Background: an optimization exercise with open tools, aiming at small area, a short achievable clock period and few clock cycles. Do not read the settings as production practice.
At most, simulation tests tie the RTL to the original design; equivalence was not proved.
Power and IR drop assume default switching activity.

## read_bmap_row
module read_bmap_row #(
    parameter int DATA_WIDTH  = 32,
    parameter int ADDR_WIDTH  = 32,
    parameter int PIXEL_WIDTH = 16,
    parameter int PIPE_LEN    = 7     
) (
    input  logic                   aclk,
    input  logic                   areset,
    input  logic                   req,
    input  logic [ADDR_WIDTH-1:0]  fb_base_in,
    input  logic [31:0]            wmod_in,
    input  logic [31:0]            xcur_in,
    input  logic [31:0]            ycur_in,
    input  logic [31:0]            hdx_in,
    input  logic [31:0]            hdy_in,
    input  logic [31:0]            cnt_in,
    output logic                   mem_req,
    output logic                   mem_we,
    output logic [ADDR_WIDTH-1:0]  mem_addr,
    output logic [DATA_WIDTH-1:0]  mem_wdata,
    input  logic [DATA_WIDTH-1:0]  mem_rdata,
    input  logic                   mem_resp,
    output logic [PIXEL_WIDTH-1:0] pixel,
    output logic                   pix_valid,
    input  logic                   pix_ready,
  ...
For scale: roughly 2300 cells after synthesis, ~460 flip-flops, ~350 I/O pins, roughly 25000 um2 of cells after synthesis.
clock: 8.0 ns
lec_check: 0
cap_margin: 20
core_margin: 2
core_utilization: 58
cts_buf_list: sky130_fd_sc_hd__clkbuf_8
cts_cluster_diameter: 60
cts_cluster_size: 16
setup_slack_margin: 4.5
slew_margin: 20
standard.sh (not shown) runs the stock make flow with config.mk's settings and CLKGATE_MAP_FILE= SYNTH_SCRIPT=/design/flow/synth_recipe.tcl, a recipe that flattens the netlist after the stock synthesis.
==> flow/flow/run.sh <==
#!/bin/bash
# Standard layout, with the port buffers made of the smallest buffer cell.
export BUFFER_PORTS_ARGS="-buffer_cell sky130_fd_sc_hd__buf_1"
bash standard.sh > standard.log 2>&1
Testbench counts at the start, summed over its fixed seeds: cycles 30,202.
Then changed:
Settings changed: CORE_UTILIZATION 58 to 65, CTS_CLUSTER_DIAMETER 60 to 50, CTS_CLUSTER_SIZE 16 to 20.
Outcome: The changed run went through all stages and came out clean; wire length went down by about 0.32%; first-iteration DRC count came out higher by about 9%; total power came out higher by 2.5%; non-clock buffer count is unchanged; clock-buffer cell count went up by 4; worst setup slack improved by 0.061 ns; global-route usage increases by 2.7 points; die area is lower by 11%; synthesized area does not change; cell count came out lower by 1.7%; worst hold slack got worse by 0.067 ns.
Then changed:
Settings changed: ABC_AREA from default to 1, CTS_CLUSTER_DIAMETER 50 to 60, CTS_CLUSTER_SIZE 20 to 16.
Effect:
- The changed run produced a clean layout
- hold slack improved by 0.037 ns
- first-iteration DRC count rises by well over a third
- setup slack gains 0.035 ns
- power fell by a little under a tenth
- maximum frequency rose slightly
- die area came out higher by a little under a tenth
- synthesized cell count rises by well over a third
- sequential share of layout area fell by 2.2 points
Then changed:
Settings changed: ABC_AREA 1 to default, SETUP_SLACK_MARGIN 4.5 to 4.8.
=> The new run finished with timing, DRC and antenna clean; synthesized area decreases by 7.2%; cell area is lower by 1.1%; hold slack gets better by 0.023 ns; worst setup slack is better by 0.061 ns; non-clock buffer count is higher by 57; power went up by 9.7%; synthesized cell count shrinks by 31%; first-iteration DRC count decreases by 38%; wire length came out lower by 13%.


The RTL this note starts from:
==> flow/design.v <==
module read_bmap_row #(
    parameter int DATA_WIDTH  = 32,
    parameter int ADDR_WIDTH  = 32,
    parameter int PIXEL_WIDTH = 16,
    parameter int PIPE_LEN    = 8     
) (
    input  logic                   aclk,
    input  logic                   areset,
    input  logic                   req,
    input  logic [ADDR_WIDTH-1:0]  fb_base_in,
    input  logic [31:0]            wmod_in,
    input  logic [31:0]            xcur_in,
    input  logic [31:0]            ycur_in,
    input  logic [31:0]            hdx_in,
    input  logic [31:0]            hdy_in,
    input  logic [31:0]            cnt_in,
    output logic                   mem_req,
    output logic                   mem_we,
    output logic [ADDR_WIDTH-1:0]  mem_addr,
    output logic [DATA_WIDTH-1:0]  mem_wdata,
    input  logic [DATA_WIDTH-1:0]  mem_rdata,
    input  logic                   mem_resp,
    output logic [PIXEL_WIDTH-1:0] pixel,
    output logic                   pix_valid,
    input  logic                   pix_ready,
    output logic                   pix_last,
    output logic                   busy,
    output logic                   done
);
    localparam int AW = $clog2(PIPE_LEN);
    localparam int RN = PIPE_LEN - 1;        
    localparam int RW = $clog2(RN);
    logic        r_init;    
    logic        r_mac;     
    logic        r_slow;    
    logic        r_run;     
    logic        r_zero;    
    logic        r_drain;   
    logic        r_busy;
    logic        r_done;
    logic        r_mem_req;
    logic [31:0] r_x;       
    logic [31:0] r_y;       
    logic [31:0] r_hdx;
    logic [31:0] r_hdy;
    logic [31:0] r_w;       
    logic [31:0] r_p;       
    logic [31:0] r_r;       
    logic [31:0] r_cnt;     
    logic        r_last;    
    logic [16:0] r_m;       
    logic        r_mp;      
    logic        r_dp, r_dm;          
    logic        r_fast;              
    logic        r_fc, r_fco;         
    logic        r_sw1, r_sw2, r_sr1, r_sr2, r_inv;
    logic [PIXEL_WIDTH-1:0] r_od;     
    logic                   r_ov;     
    logic                   r_ol;     
    logic [PIXEL_WIDTH-1:0] r_dat [RN];
    logic [RW:0]            r_rp;     
    logic [RW:0]            r_hp;     
    logic [PIPE_LEN-1:0]    r_up;
    logic [AW:0]            r_wp;     
    logic [AW:0]            r_rc;     
    logic [AW:0]            r_occ;    
    logic                   r_full;   
    logic [32:0] w_ysum;
    logic        w_c, w_co;
    logic        w_hz, w_hm, w_hp1;
    logic        w_dz, w_dp, w_dm;
    assign w_ysum = {1'b0, r_y} + {1'b0, r_hdy};
    assign w_co   = w_ysum[32];
    assign w_c    = w_ysum[16] ^ r_y[16] ^ r_hdy[16];
    assign w_hz   = (r_hdy[31:16] == 16'h0000);
    assign w_hm   = (r_hdy[31:16] == 16'hFFFF);
    assign w_hp1  = (r_hdy[31:16] == 16'h0001);
    assign w_dz   = (w_hz && !w_c) || (w_hm && w_c);
    assign w_dp   = (w_hz && w_c && !w_co) || (w_hp1 && !w_c && !w_co);
    assign w_dm   = w_hm && !w_c && w_co;
    logic [15:0] w_s;
    assign w_s = r_hdy[31:16] + {15'd0, r_fc};
    logic w_issue, w_pop, w_mlast, w_mul_any, w_plast;
    assign w_issue   = r_run && !r_full;
    assign w_pop     = r_ov && pix_ready;
    assign w_plast   = r_ol;
    assign w_mul_any = r_init || r_mac || r_slow;
    assign w_mlast   = (r_m[16:1] == 16'h0000) || (r_m[16:1] == 16'hFFFF);
    logic [31:0] w_mul;
    logic [31:0] w_op;
    logic [31:0] w_pnext;
    assign w_mul   = r_mac ? r_r : r_w;
    assign w_op    = ({32{r_sw1}} & r_w) | ({32{r_sw2}} & {r_w[30:0], 1'b0})
                   | ({32{r_sr1}} & r_r) | ({32{r_sr2}} & {r_r[30:0], 1'b0});
    assign w_pnext = r_p + (w_op ^ {32{r_inv}}) + {31'd0, r_inv};
    logic [2:0] w_dig;
    logic       w_dig_r, w_dig_on;
    logic       w_ndp, w_ndm;
    assign w_ndp = (r_init || w_issue) ? w_dp : r_dp;
    assign w_ndm = (r_init || w_issue) ? w_dm : r_dm;
    always_comb begin
        w_dig_on = 1'b1;
        w_dig_r  = 1'b0;
        w_dig    = 3'b000;
        if (!r_busy) begin
            w_dig = {ycur_in[17:16], 1'b0};
        end else if (w_mul_any && !w_mlast) begin
            w_dig   = r_m[3:1];
            w_dig_r = 1'b1;
        end else if (w_issue && !r_last && !r_fast) begin
            w_dig = {w_s[1:0], 1'b0};
        end else begin
            w_dig_on = 1'b0;
        end
    end
    logic [31:0] w_byte;
    assign w_byte = r_p + {15'd0, r_x[31:16], 1'b0};
    function automatic logic [RW:0] rinc(input logic [RW:0] p);
        rinc = (p[RW-1:0] == RW'(RN - 1)) ? {~p[RW], {RW{1'b0}}} : p + 1'b1;
    endfunction
    logic [PIXEL_WIDTH-1:0] w_half;
    logic w_rempty, w_resp_o, w_resp_ring, w_ring_o, w_ov_n, w_drain_n, w_ol_n;
    logic [RW:0] w_rp_n, w_hp_n;
    logic [AW:0] w_wp_n, w_rc_n, w_occ_n;
    assign w_half      = r_up[r_rc[AW-1:0]] ? mem_rdata[31:16] : mem_rdata[15:0];
    assign w_rempty    = (r_rp == r_hp);
    assign w_resp_o    = mem_resp && w_rempty && (!r_ov || w_pop);
    assign w_resp_ring = mem_resp && !w_resp_o;
    assign w_ring_o    = w_pop && !w_rempty;
    assign w_ov_n      = (r_ov && !w_pop) || w_ring_o || w_resp_o;
    assign w_rp_n      = w_resp_ring ? rinc(r_rp) : r_rp;
    assign w_hp_n      = w_ring_o ? rinc(r_hp) : r_hp;
    assign w_wp_n      = r_wp + {{AW{1'b0}}, w_issue};
    assign w_rc_n      = r_rc + {{AW{1'b0}}, mem_resp};
    assign w_occ_n     = r_occ + {{AW{1'b0}}, w_issue} - {{AW{1'b0}}, w_pop};
    assign w_drain_n   = (w_pop && r_ol) ? 1'b0 : (r_drain || (w_issue && r_last));
    assign w_ol_n      = w_ov_n && w_drain_n && (w_rp_n == w_hp_n) && (w_rc_n == w_wp_n);
    always_ff @(posedge aclk) begin
        if (areset) begin
            r_init    <= 1'b0;
            r_mac     <= 1'b0;
            r_slow    <= 1'b0;
            r_run     <= 1'b0;
            r_zero    <= 1'b0;
            r_drain   <= 1'b0;
            r_ov      <= 1'b0;
            r_ol      <= 1'b0;
            r_rc      <= '0;
            r_occ     <= '0;
            r_busy    <= 1'b0;
            r_done    <= 1'b0;
            r_mem_req <= 1'b0;
            r_wp      <= '0;
            r_rp      <= '0;
            r_hp      <= '0;
            r_full    <= 1'b0;
        end else begin
            r_mem_req <= w_issue;
            r_wp      <= w_wp_n;
            r_rc      <= w_rc_n;
            r_rp      <= w_rp_n;
            r_hp      <= w_hp_n;
            r_occ     <= w_occ_n;
            r_full    <= (w_occ_n == (AW+1)'(PIPE_LEN));
            r_ov      <= w_ov_n;
            r_ol      <= w_ol_n;
            r_drain   <= w_drain_n;
            r_done    <= (w_pop && w_plast) || r_zero;
            if ((w_pop && w_plast) || r_zero) r_busy <= 1'b0;
            else if (req) r_busy <= 1'b1;
            r_init <= !r_busy && req && (cnt_in != 32'd0);
            r_zero <= !r_busy && req && (cnt_in == 32'd0);
            if (w_mul_any) begin
                r_mac <= !w_mlast;
                r_run <= w_mlast;
            end
            r_slow <= w_issue && !r_last && !r_fast;
            if (w_issue && (r_last || !r_fast)) r_run <= 1'b0;
        end
    end
    always_ff @(posedge aclk) begin
        if (!r_busy) begin
            r_x    <= xcur_in;
            r_y    <= ycur_in;
            r_hdx  <= hdx_in;
            r_hdy  <= hdy_in;
            r_w    <= wmod_in;
            r_p    <= fb_base_in;
            r_r    <= wmod_in;
            r_cnt  <= cnt_in;
            r_last <= (cnt_in == 32'd1);
            r_m    <= {1'b0, ycur_in[31:16]};
            r_mp   <= 1'b0;
        end else begin
            if (w_mul_any) begin
                r_p  <= w_pnext;
                r_r  <= {w_mul[29:0], 2'b00};
                r_m  <= {{2{r_m[16]}}, r_m[16:2]};
                r_mp <= r_m[1];
            end
            if (r_init || w_issue) begin
                r_y    <= w_ysum[31:0];
                r_fc   <= w_c;
                r_fco  <= w_co;
                r_dp   <= w_dp;
                r_dm   <= w_dm;
                r_fast <= w_dz || w_dp || w_dm;
            end
            if (w_issue) begin
                r_x    <= r_x + r_hdx;
                r_cnt  <= r_cnt - 32'd1;
                r_last <= (r_cnt == 32'd2);
                r_r    <= {2'b00, w_byte[31:2]};
                if (r_fast) r_p <= w_pnext;
                r_m    <= {r_fco, w_s};
                r_mp   <= 1'b0;
            end
        end
    end
    always_ff @(posedge aclk) begin
        if (w_dig_on) begin
            r_sw1 <= !w_dig_r && (w_dig[1] ^ w_dig[0]);
            r_sr1 <=  w_dig_r && (w_dig[1] ^ w_dig[0]);
            r_sw2 <= !w_dig_r && ((w_dig[2] && !w_dig[1] && !w_dig[0]) || (!w_dig[2] && w_dig[1] && w_dig[0]));
            r_sr2 <=  w_dig_r && ((w_dig[2] && !w_dig[1] && !w_dig[0]) || (!w_dig[2] && w_dig[1] && w_dig[0]));
            r_inv <= w_dig[2] && !(w_dig[1] && w_dig[0]);
        end else begin
            r_sw1 <= w_ndp || w_ndm;
            r_sr1 <= 1'b0;
            r_sw2 <= 1'b0;
            r_sr2 <= 1'b0;
            r_inv <= w_ndm;
        end
    end
    always_ff @(posedge aclk) begin
        if (w_issue) begin
            r_up[r_wp[AW-1:0]]  <= w_byte[1];
        end
        if (w_resp_ring) r_dat[r_rp[RW-1:0]] <= w_half;
        if (w_ring_o)    r_od <= r_dat[r_hp[RW-1:0]];
        else if (w_resp_o) r_od <= w_half;
    end
    assign mem_req   = r_mem_req;
    assign mem_addr  = {2'b00, r_r[29:0]};
    assign mem_we    = 1'b0;
    assign mem_wdata = '0;
    assign pixel     = r_od;
    assign pix_valid = r_ov;
    assign pix_last  = w_plast;
    assign busy      = r_busy;
    assign done      = r_done;
endmodule
Settings: LEC_CHECK=0, CAP_MARGIN=20, CORE_MARGIN=2, CORE_UTILIZATION=65, CTS_BUF_LIST=sky130_fd_sc_hd__clkbuf_4 sky130_fd_sc_hd__clkbuf_8, SETUP_SLACK_MARGIN=5, SLEW_MARGIN=20; clock period 8.0 ns.
==> flow/flow/run.sh <==
#!/bin/bash
# Standard layout, with the port buffers made of the smallest buffer cell.
cp standard.sh standard.sh.log.txt 2>/dev/null
export BUFFER_PORTS_ARGS="-buffer_cell sky130_fd_sc_hd__buf_1"
bash standard.sh > standard.log 2>&1
Rerun with:
SETUP_SLACK_MARGIN = 4.5   (was 5)
Outcome:
- worst setup slack gets worse by 0.038 ns
- count of clock-buffer cells in the layout increases by 4
- non-clock buffer count came out lower by 94
- total power decreases by about 6%
- synthesized cell count does not change
No functional check of the RTL was part of any run of this note.


Another version of the RTL of read_bmap_row (not shown whole).
For scale: ~2400 cells after synthesis.
## read_bmap_row
module read_bmap_row #(
    parameter int DATA_WIDTH  = 32,
    parameter int ADDR_WIDTH  = 32,
    parameter int PIXEL_WIDTH = 16,
    parameter int PIPE_LEN    = 8     
) (
    input  logic                   aclk,
    input  logic                   areset,
    input  logic                   req,
    input  logic [ADDR_WIDTH-1:0]  fb_base_in,
    input  logic [31:0]            wmod_in,
    input  logic [31:0]            xcur_in,
    input  logic [31:0]            ycur_in,
    input  logic [31:0]            hdx_in,
    input  logic [31:0]            hdy_in,
    input  logic [31:0]            cnt_in,
    output logic                   mem_req,
    output logic                   mem_we,
    output logic [ADDR_WIDTH-1:0]  mem_addr,
    output logic [DATA_WIDTH-1:0]  mem_wdata,
    input  logic [DATA_WIDTH-1:0]  mem_rdata,
    input  logic                   mem_resp,
    output logic [PIXEL_WIDTH-1:0] pixel,
    output logic                   pix_valid,
    input  logic                   pix_ready,
    output logic                   pix_last,
    output logic                   busy,
    output logic                   done
);
==> flow/config.mk <==
export PLATFORM = sky130hd
export DESIGN_NAME = read_bmap_row
export DESIGN_NICKNAME = read_bmap_row
export VERILOG_FILES = /design/flow/design.v
export SDC_FILE = /design/flow/constraint.sdc
export NUM_CORES = 4
export LEC_CHECK = 0
export CAP_MARGIN = 20
export CORE_MARGIN = 2
export CORE_UTILIZATION = 65
export CTS_BUF_LIST = sky130_fd_sc_hd__clkbuf_8
export CTS_CLUSTER_DIAMETER = 60
export CTS_CLUSTER_SIZE = 16
export SETUP_SLACK_MARGIN = 4.5
export SLEW_MARGIN = 20
==> flow/constraint.sdc <==
create_clock -name core_clock -period 8.0 [get_ports {aclk}]
set_input_delay 1.6000 -clock core_clock [delete_from_list [all_inputs] [get_ports {aclk}]]
set_output_delay 1.6000 -clock core_clock [all_outputs]
set_load 0.01 [all_outputs]
Scripts as last shown in full above: flow/flow/run.sh
Testbench counts at the start, summed over its fixed seeds: cycles 30,306.
Change:
Settings changed: CTS_BUF_LIST sky130_fd_sc_hd__clkbuf_8 to sky130_fd_sc_hd__clkbuf_4 sky130_fd_sc_hd__clkbuf_8, CTS_CLUSTER_DIAMETER 60 to default, CTS_CLUSTER_SIZE 16 to default.
Outcome: Via count rises by 0.91%; utilization rises by 1.5 points; total power rises by 7.2%; design area rises by 2.1%.

static timing again, ports no longer ideal:
The results above use ideal ports. As a check the final layouts listed here were re-extracted and re-timed, cells and wires unchanged.
Step 1: set_driving_cell puts a clkbuf_16 on aclk and a buf_2 on each other input, an assumption about the parent block.
Step 2 moves the port delays by t, midway between the first and last clock arrival at a register: inputs arrive t later, outputs are due t later. That takes back most of the time a late clock gives input paths.
Three values: no drivers, after step 1, after step 2; two values: the first two.
run | shift t [ns] | setup WS [ns] | worst data-port slew with drivers (ns)
the first run of note 1 | 0.695 | 4.542 / 4.542 / 4.040 | 0.09
the second run of note 1 | 0.684 | 4.603 / 4.551 / 3.934 | 0.09
the third run of note 1 | 0.706 | 4.638 / 4.607 / 3.963 | 0.10
the fourth run of note 1 | 0.689 | 4.699 / 4.682 / 3.993 | 0.08
the first run of note 2 | 0.734 | 4.480 / 4.480 / 4.390 | 0.14
the second run of note 2 | 0.717 | 4.442 / 4.442 / 4.056 | 0.08
the first run of note 3 | 0.685 | 4.562 / 4.562 / 4.221 | 0.10
the second run of note 3 | 0.684 | 4.595 / 4.595 / 4.231 | 0.10
After both steps every run listed still meets setup and hold. For the fourth run of note 1, which loses most, drivers alone change the setup slack by -0.017 ns; drivers and shift together by -0.706 ns.
